Background: an optimization exercise with open tools, aiming at small area and a short achievable clock period. Do not read the settings as production practice. The RTL was checked by simulation tests, not by an equivalence proof against the original design. Power figures rest on the tool's default switching activity, not on a simulated workload.

Setup of build 11:
// dma_rx_unpacker
module dma_rx_unpacker #(
  parameter int          FIFO_DEPTH = 16,
  parameter logic [15:0] HDR_MAGIC  = dma_pkg::DMA_HDR_MAGIC,
  localparam int         LVL_W      = $clog2(FIFO_DEPTH) + 1
) (
  input  logic                  clk,
  input  logic                  reset_n,
  input  logic [dma_pkg::DMA_BEAT_W-1:0] dma_read_data,
  input  logic                  dma_read_valid,
  output logic [dma_pkg::DMA_WORD_W-1:0] out_data,
  output logic                  out_valid,
  input  logic                  out_ready,
  output logic                  out_last,
  output logic [LVL_W-1:0]      fifo_level,
  output logic                  overflow,
  input  logic                  ovf_clr,
  output logic                  frame_err,
  output logic [31:0]           frame_cnt,
  output logic [31:0]           drop_cnt
);
  localparam int AW = $clog2(FIFO_DEPTH);
  logic [AW-1:0]           wr_ptr, wr_ptr_d;
  logic [FIFO_DEPTH-1:0]   wr_en;       
  logic [FIFO_DEPTH-1:0]   rd_oh, rd_oh_d;
  logic [3*FIFO_DEPTH-1:0] nsel;        
  logic [FIFO_DEPTH-1:0]   we;
  logic [LVL_W-1:0]        level_d;
  logic                    full, empty, lvl_le1, lvl_1;
  logic                    push, pop;
  logic                    pay;         
  logic                    ov;          
  logic [3:0]              lane, lane_d;   
  logic [15:0]             rem;
  logic                    rem1;        
  logic                    hdr_ok;      
  logic [15:0]             hdr_len;
  logic                    hdr_len0, hdr_len1;
  logic [31:0]             nxt_word, hdr_word, w_word;
  logic                    hs, hdr_act, accept, last, lane3;
  assign push = dma_read_valid & ~full;
  assign we   = {FIFO_DEPTH{dma_read_valid}} & wr_en;
  dma_rx_fifo #(
    .DEPTH (FIFO_DEPTH),
    .WIDTH (dma_pkg::DMA_BEAT_W)
  ) u_fifo (
    .clk      (clk),
    .we       (we),
    .wdata    (dma_read_data),
    .rd_oh    (rd_oh),
  ...
Size: about 4400 cells after synthesis, roughly 2300 flip-flops, ~82000 sq um of cells after synthesis.
clock: 5.5 ns
lec_check: 0
cap_margin: 5
core_margin: 2
core_utilization: 40
cts_cluster_diameter: 80
cts_cluster_size: 25
setup_slack_margin: 3.05
slew_margin: 5
run.sh (not shown) runs the stock make flow with config.mk's settings and CLKGATE_MAP_FILE= SYNTH_SCRIPT=/design/flow/synth_recipe.tcl, a recipe that flattens the netlist after the stock synthesis.
Per the final summary, build 11 finished and its layout is clean on timing, DRC and antenna.
Changes in build 60 relative to build 11:
# build 11
export LEC_CHECK = 0
export CAP_MARGIN = 5
export CORE_MARGIN = 2
export CORE_UTILIZATION = 40
export CTS_CLUSTER_DIAMETER = 80
export CTS_CLUSTER_SIZE = 25
export SETUP_SLACK_MARGIN = 3.05
export SLEW_MARGIN = 5
create_clock -name core_clock -period 5.5 [get_ports {clk}]
# build 60
export LEC_CHECK = 0
export CAP_MARGIN = 20
export CORE_MARGIN = 2
export CORE_UTILIZATION = 40
export CTS_CLUSTER_DIAMETER = 80
export CTS_CLUSTER_SIZE = 25
export GPL_ROUTABILITY_DRIVEN = 0
export SETUP_SLACK_MARGIN = 3.05
export SLEW_MARGIN = 20
create_clock -name core_clock -period 5.5 [get_ports {clk}]
Results
- Going from build 11 to build 60, ratio of total power to cell area shrinks by 0.42%.
- On total design power, build 11 tracks build 60 almost exactly.
- Compared with build 11, build 60 shows a lower maximum clock frequency.
--- input diff build 60..build 63 ---
# build 60
export LEC_CHECK = 0
export CAP_MARGIN = 20
export CORE_MARGIN = 2
export CORE_UTILIZATION = 40
export CTS_CLUSTER_DIAMETER = 80
export CTS_CLUSTER_SIZE = 25
export GPL_ROUTABILITY_DRIVEN = 0
export SETUP_SLACK_MARGIN = 3.05
export SLEW_MARGIN = 20
create_clock -name core_clock -period 5.5 [get_ports {clk}]
# build 63
export LEC_CHECK = 0
export CAP_MARGIN = 20
export CORE_MARGIN = 2
export CORE_UTILIZATION = 40
export CTS_CLUSTER_DIAMETER = 80
export CTS_CLUSTER_SIZE = 28
export SETUP_SLACK_MARGIN = 3.05
export SLEW_MARGIN = 20
create_clock -name core_clock -period 5.5 [get_ports {clk}]
==> run summary <==
- Looking at startpoint-to-endpoint class of the critical path, the reg -> out result is from build 60; the reg -> reg one comes from build 63.
- Diff build 60 and build 63: required arrival time at the worst endpoint lower in build 60
- Build 60 ended up with sky130_fd_sc_hd__dfrtp_2 as its slowest cell on the critical path; build 63 ended up with sky130_fd_sc_hd__nor3_4.
- Re final count of negative-setup-slack endpoints: no difference whatsoever between build 63 and build 60.
- Build 60 → build 63: post-layout instance area shows an increase of about 0.3%, critical path depth shows an increase of 5, global-route wire length before repair shows an increase of 0.31%, final core area utilization shows no meaningful change, worst reg2reg path depth shows a reduction of 2.
- Build 63: routed wire length is 0.67% higher than what build 60 reported.
- Total power for build 63 is higher than for build 60.
- Looking at share of layout cells above drive strength 1, build 63 sits above build 60.
### build 63 -> build 20
# build 63
export LEC_CHECK = 0
export CAP_MARGIN = 20
export CORE_MARGIN = 2
export CORE_UTILIZATION = 40
export CTS_CLUSTER_DIAMETER = 80
export CTS_CLUSTER_SIZE = 28
export SETUP_SLACK_MARGIN = 3.05
export SLEW_MARGIN = 20
create_clock -name core_clock -period 5.5 [get_ports {clk}]
# build 20
export LEC_CHECK = 0
export CAP_MARGIN = 20
export CORE_MARGIN = 2
export CORE_UTILIZATION = 40
export CTS_CLUSTER_DIAMETER = 80
export CTS_CLUSTER_SIZE = 25
export SETUP_SLACK_MARGIN = 2.95
export SLEW_MARGIN = 20
create_clock -name core_clock -period 5.5 [get_ports {clk}]
Notes after the runs:
Build 20 vs build 63: post-route clock skew down in build 20
Build 63 -> build 20: largest net degree at the start of global routing increased by more than half
Diff build 63 -> build 20: total of clock buffers placed in the layout rose by 30; first-pass GRT wire length went down by 1.8%.

-- port drivers added, routing unchanged --
The results above use ideal ports. As a check the final layouts listed here were re-extracted and re-timed, cells and wires unchanged. Step 1 sets driving cells, clkbuf_16 on the clock port and buf_2 on the other inputs (assumed; they add their load-dependent delay and slew). Step 2 also shifts input and output timing later by t, the mid clock arrival at the registers, as if the neighbouring blocks saw the same clock. a / b / c = ideal / step 1 / step 2; a / b = the first two.
| run | shift t [ns] | setup slack, ns | hold WS [ns] | worst data-port slew with drivers (ns) | cell pins on the clock port's net |
|---|---|---|---|---|---|
| build 11 | 0.859 | 2.953 / 2.867 / 2.364 | 0.300 / 0.268 / 0.438 | 0.16 | 1 |
| build 60 | 0.874 | 2.945 / 2.862 / 2.270 | 0.291 / 0.262 / 0.438 | 0.18 | 1 |
| build 63 | 0.883 | 2.925 / 2.851 / 2.271 | 0.282 / 0.251 / 0.440 | 0.18 | 1 |
| build 20 | 0.869 | 2.886 / 2.862 / 2.327 | 0.311 / 0.287 / 0.436 | 0.13 | 1 |
After both steps setup and hold are still met in every run listed. The setup slack of build 60, which loses most, moves by -0.083 ns with the drivers and by -0.675 ns with both steps.
